This is an optimization exercise on Yosys and OpenROAD, whose aim is small area, not a production implementation. The RTL was checked by simulation tests, not by an equivalence proof against the original design. Power and IR drop assume default switching activity.

Design dmaTop, start of the top module:
module dmaTop #(
  parameter int numChannels = 4
) (
  input  logic                   clk,
  input  logic                   rst_b,
  input  logic [7:0]             ioAddr,
  input  logic                   ioWrite,
  input  logic [31:0]            ioWdata,
  output logic [31:0]            ioRdata,
  input  logic [7:0]             vcount,
  input  logic [7:0]             hcount,
  input  logic                   cpuPreemptable,
  output logic                   memActive,
  output logic [31:0]            memAddr,
  output logic                   memWrite,
  output logic [1:0]             memSize,
  output logic [31:0]            memWdata,
  input  logic [31:0]            memRdata,
  input  logic                   memWait,
  output logic [numChannels-1:0] irq
);
Size in the first run: roughly 2,400 cells after synthesis, about 200 I/O pins, roughly 0.029 mm^2 of cells after synthesis.
Settings: LEC_CHECK=0, CAP_MARGIN=20, CORE_MARGIN=2, CORE_UTILIZATION=60, SLEW_MARGIN=20; clock period 10.0 ns.
standard.sh (not shown) runs the stock make flow with config.mk's settings and CLKGATE_MAP_FILE= SYNTH_SCRIPT=/design/flow/synth_recipe.tcl, a recipe that flattens the netlist after the stock synthesis.
==> flow/flow/run.sh <==
#!/bin/bash
# Layout flow: the standard flow (standard.sh) step by step, with
#  - the combinational logic of the standard synthesis re-mapped for area
#    (flip-flops untouched; a SAT proof checks the new netlist against the
#    standard one, and the standard netlist is kept if anything fails),
#  - every port still buffered, with buf_1 instead of clkdlybuf4s50_1,
#  - a clock tree of clkbuf_8 with larger sink clusters and no dummy loads.
# Each step's output goes to its own log in this folder.
set -euo pipefail
HERE=$(pwd)
YOSYS=$(command -v yosys || echo "$FLOW_HOME/../tools/install/yosys/bin/yosys")
export BUFFER_PORTS_ARGS="-buffer_cell sky130_fd_sc_hd__buf_1"
export CTS_ARGS="-sink_clustering_enable -repair_clock_nets -dont_use_dummy_load -buf_list sky130_fd_sc_hd__clkbuf_8 -sink_clustering_size 14 -sink_clustering_max_diameter 70"

bash standard.sh synth > synth.log 2>&1

R=$HERE/orfs/results/sky130hd/dmaTop/base
cp "$R/1_2_yosys.v" "$HERE/netlist_standard.v"
export REMAP_LIB="$FLOW_HOME/platforms/sky130hd/lib/sky130_fd_sc_hd__tt_025C_1v80.lib"
export REMAP_IN="$HERE/netlist_standard.v"
export REMAP_OUT="$HERE/netlist_remap.v"
export REMAP_TOP="$FLOW_TOP"
export REMAP_SCRIPT="$HERE/flow/area.abc"
if "$YOSYS" -c flow/remap.tcl > remap.log 2>&1 && "$YOSYS" -c flow/equiv.tcl > equiv.log 2>&1; then
  cp "$REMAP_OUT" "$R/1_2_yosys.v"
  rm -f "$R/1_synth.odb" "$R/1_synth.sdc"
  bash standard.sh synth > synth_remap.log 2>&1
else
  echo "re-map not used" > remap_skipped.log
fi

bash standard.sh floorplan > floorplan.log 2>&1
bash standard.sh place > place.log 2>&1
bash standard.sh cts > cts.log 2>&1
bash standard.sh finish > finish.log 2>&1
==> flow/flow/area.abc <==
strash
&get -n
&fraig -x
&put
scorr
dc2
strash
&get -n
&deepsyn -T 120
&put
dch -f
amap
Other scripts of this flow, unchanged in this note and not shown: flow/flow/equiv.tcl, flow/flow/remap.tcl
Then changed:
==> flow/flow/area.abc (replaced) <==
strash
&get -n
&fraig -x
&put
scorr
dc2
strash
&get -n
&deepsyn -T 300
&put
dch -f
amap
Effect: Utilization stays flat. Non-clock buffer count fell by 5. Design area stays flat. Routed wire length fell by 4.5%. Cell count rose by 1.2%.
Then changed:
==> flow/flow/area.abc (replaced) <==
strash
&get -n
&fraig -x
&put
scorr
dc2
strash
&get -n
&deepsyn -T 120
&put
dch -f
amap
--- a/flow/config.mk
+++ b/flow/config.mk
@@ -10 +10 @@
-export CORE_UTILIZATION = 60
+export CORE_UTILIZATION = 70
After rerunning: Fmax increases by 1.0%. Cell area is lower by 0.36%. Worst setup slack gains 0.088 ns. Global-route usage rose by 6.8 points. Utilization rose by 11 points. Die area went down by 14%. Power went up by 0.35%. First-iteration DRC count grows by 22%. Routed wire length is lower by 1.4%. Worst hold slack stays flat. Sequential share of layout area climbs by 0.21 points.
Then changed:
==> flow/flow/area.abc (replaced) <==
strash
dc2
dch -f
amap
--- a/flow/config.mk
+++ b/flow/config.mk
@@ -10 +10 @@
-export CORE_UTILIZATION = 70
+export CORE_UTILIZATION = 60
Outcome: Setup slack gains 0.32 ns; clock-buffer cell count is higher by 1; total power is lower by 3.9%; synthesized cell count is higher by 9.0%; register-to-register slack gains 0.32 ns; die area is higher by 20%; design area is higher by 4.1%; wire length is higher by 12%; maximum frequency is higher by 4.0%; sequential cell count does not change; sequential share of layout area is lower by 2.3 points.

re-timing with driven ports:
In the flow no input, the clock included, has a driving cell. The finished layouts below were timed again as built, in two steps.
Step 1 assumes that a clkbuf_16 drives the clock port and a buf_2 every other input.
Step 2, shift: input delay + t, output delay - t, t = (earliest + latest rising clock arrival at the registers) / 2. This alone moves slack from input paths to output paths.
Slacks: ideal / step 1 / step 2; pairs: ideal / step 1.
run	shift t [ns]	setup slack, ns	cell pins on the clock port's net
the first run	0.787	1.002 / 1.002 / 1.002	1
the second run	0.766	1.401 / 1.401 / 1.401	1
the third run	0.790	1.490 / 1.490 / 1.490	1
the fourth run	0.786	1.814 / 1.814 / 1.814	1
After both steps setup and hold are still met in every run listed.
